From an optimization exercise on the open Yosys and OpenROAD flow, aimed at small area, a short achievable clock period and few clock cycles per item; shortcuts taken in it are not production practice. RTL that was checked went through simulation tests only; none was proved equivalent to the original.

## grid_liquid_diffusion_step_unit
module grid_liquid_diffusion_step_unit #(
	parameter int MAX_WIDTH   = gdiff_pkg::MAX_WIDTH_DEF,
	parameter int AMOUNT_BITS = gdiff_pkg::AMOUNT_BITS_DEF,
	localparam int DATA_W     = ((AMOUNT_BITS + 7) / 8) * 8
) (
	input  logic                              clk,
	input  logic                              arst_n,
	input  logic                              s_axis_tvalid,
	output logic                              s_axis_tready,
	input  logic [DATA_W-1:0]                 s_axis_tdata,    
	output logic                              m_axis_tvalid,
	input  logic                              m_axis_tready,
	output logic [DATA_W-1:0]                 m_axis_tdata,    
	output logic                              m_axis_tlast,
	input  logic                              cfg_valid,
	output logic                              cfg_ready,
	input  logic [gdiff_pkg::CFG_INDEX_W-1:0] cfg_index,
	input  logic [gdiff_pkg::CFG_DATA_W-1:0]  cfg_data
);
Settings: LEC_CHECK=0, ABC_AREA=1, CAP_MARGIN=20, CORE_MARGIN=2, CORE_UTILIZATION=40, CTS_CLUSTER_DIAMETER=100, CTS_CLUSTER_SIZE=28, SETUP_SLACK_MARGIN=3.75, SLEW_MARGIN=20; clock period 7.0 ns.
run.sh (not shown) runs the stock make flow with config.mk's settings and CLKGATE_MAP_FILE= SYNTH_SCRIPT=/design/flow/synth_recipe.tcl, a recipe that flattens the netlist after the stock synthesis.
Testbench counts at the start, summed over its fixed seeds: cycles 6,896, items 6,464.
Rerun with:
ABC_AREA = default   (was 1)
SETUP_SLACK_MARGIN = 3.6   (was 3.75)
=> Worst setup slack degrades by 0.10 ns. Final cell count went down by 10%. Utilization drops by 0.65 points. Cell area fell by 2.5%. Die area falls by 0.72%.

grid_liquid_diffusion_step_unit, a different RTL version from the one above (not shown whole).
For scale: about 4500 cells after synthesis, about 1500 flip-flops, roughly 59 I/O pins, about 53000 um^2 of cells after synthesis.
make LEC_CHECK=0 CAP_MARGIN=20 CORE_MARGIN=2 CORE_UTILIZATION=40 SETUP_SLACK_MARGIN=4.0 SLEW_MARGIN=20 finish   # period 7.0 ns
Testbench counts at the start, summed over its fixed seeds: cycles 6,872, items 6,464.
Then changed:
SETUP_SLACK_MARGIN = 4.5   (was 4.0)
After rerunning:
- via count climbs by about 2.3%
- non-clock buffer count climbs by 101
- global-route usage rises by 0.26 points
- final cell count increases by about 1.6%
- register-to-register slack gets better by 0.02 ns
- sequential cell count stays the same
- design area rose by about 3.4%
- routed wire length came out higher by 3.0%
Then changed:
CTS_BUF_LIST = sky130_fd_sc_hd__clkbuf_8   (was unset)
CTS_CLUSTER_SIZE = 30   (was unset)
SETUP_SLACK_MARGIN = 4.0   (was 4.5)
=>
- via count decreases slightly
- count of clock-buffer cells in the layout increases by 92
- final area decreases by a few percent
- non-clock buffer count decreases by 87
- setup slack loses 0.011 ns
- sequential share of layout area increases by 1.6 points

Another version of the RTL of grid_liquid_diffusion_step_unit (not shown whole).
For scale: ~1500 flip-flops, ~51000 um^2 of cells after synthesis.
// grid_liquid_diffusion_step_unit
module grid_liquid_diffusion_step_unit #(
	parameter int MAX_WIDTH   = gdiff_pkg::MAX_WIDTH_DEF,
	parameter int AMOUNT_BITS = gdiff_pkg::AMOUNT_BITS_DEF,
	localparam int DATA_W     = ((AMOUNT_BITS + 7) / 8) * 8
) (
	input  logic                              clk,
	input  logic                              arst_n,
	input  logic                              s_axis_tvalid,
	output logic                              s_axis_tready,
	input  logic [DATA_W-1:0]                 s_axis_tdata,    
	output logic                              m_axis_tvalid,
	input  logic                              m_axis_tready,
	output logic [DATA_W-1:0]                 m_axis_tdata,    
	output logic                              m_axis_tlast,
	input  logic                              cfg_valid,
	output logic                              cfg_ready,
	input  logic [gdiff_pkg::CFG_INDEX_W-1:0] cfg_index,
	input  logic [gdiff_pkg::CFG_DATA_W-1:0]  cfg_data
);
Settings: LEC_CHECK=0, ABC_CLOCK_PERIOD_IN_PS=2000, CAP_MARGIN=20, CORE_MARGIN=2, CORE_UTILIZATION=40, SETUP_SLACK_MARGIN=4.0, SLEW_MARGIN=20; clock period 7.0 ns.
Edit:
ABC_CLOCK_PERIOD_IN_PS = default   (was 2000)
Effect: Via count is unchanged. Global-route usage is unchanged. Final cell count does not change. Die area stays the same. Fmax stays the same. Synthesized cell count does not change. Critical path depth is unchanged. Cell area stays the same. Wire length stays the same.
Edit:
SETUP_SLACK_MARGIN = 4.5   (was 4.0)
Result: The new run finished clean; core utilization is higher by 1.3 points; sequential share of layout area is lower by 1.3 points; non-clock buffer count is higher by 65; design area is higher by 2.6%; global-route usage is higher by 0.26 points; wire length is higher by 2.2%; area after synthesis does not change; cell count is higher by 1.2%; register-to-register slack improves by 0.09 ns.
Function was not checked in any run of this note: the RTL went through the layout flow alone.

## port drivers added, routing unchanged
Ports are ideal in the flow. The routed layouts listed here were re-timed in OpenROAD. Step 1 (the two cells are an assumption about what drives the block):
set clk [get_ports {clk}]
set_driving_cell -lib_cell sky130_fd_sc_hd__clkbuf_16 $clk
set_driving_cell -lib_cell sky130_fd_sc_hd__buf_2 [delete_from_list [all_inputs] $clk]
Step 2 also shifts input and output timing later by t, the mid clock arrival at the registers, as if the neighbouring blocks saw the same clock. Slacks: ideal / step 1 / step 2; pairs: ideal / step 1.
| run | shift t [ns] | slack for setup (ns) | worst setup path after step 2 | worst register clock-pin slew, ns | pins driven straight from the clock port |
|---|---|---|---|---|---|
| the first run of note 1 | 0.776 | 3.811 / 3.808 / 3.161 | input to register | 0.11 / 0.11 | 1 |
| the second run of note 1 | 0.763 | 3.711 / 3.711 / 3.029 | input to register | 0.12 / 0.12 | 1 |
| the first run of note 2 | 0.819 | 3.187 / 3.187 / 3.187 | register to register | 0.07 / 0.07 | 1 |
| the second run of note 2 | 0.826 | 3.202 / 3.203 / 3.203 | register to register | 0.06 / 0.06 | 1 |
| the third run of note 2 | 0.955 | 3.191 / 3.191 / 3.191 | input to register | 0.08 / 0.08 | 1 |
| the first run of note 3 | 0.833 | 2.965 / 2.965 / 2.965 | register to register | 0.07 / 0.07 | 1 |
| the second run of note 3 | 0.833 | 2.965 / 2.965 / 2.965 | register to register | 0.07 / 0.07 | 1 |
| the third run of note 3 | 0.828 | 3.051 / 3.051 / 3.051 | register to register | 0.07 / 0.07 | 1 |
After both steps setup and hold are still met in every run listed. The setup slack of the second run of note 1, which loses most, moves by 0.000 ns with the drivers and by -0.682 ns with both steps.
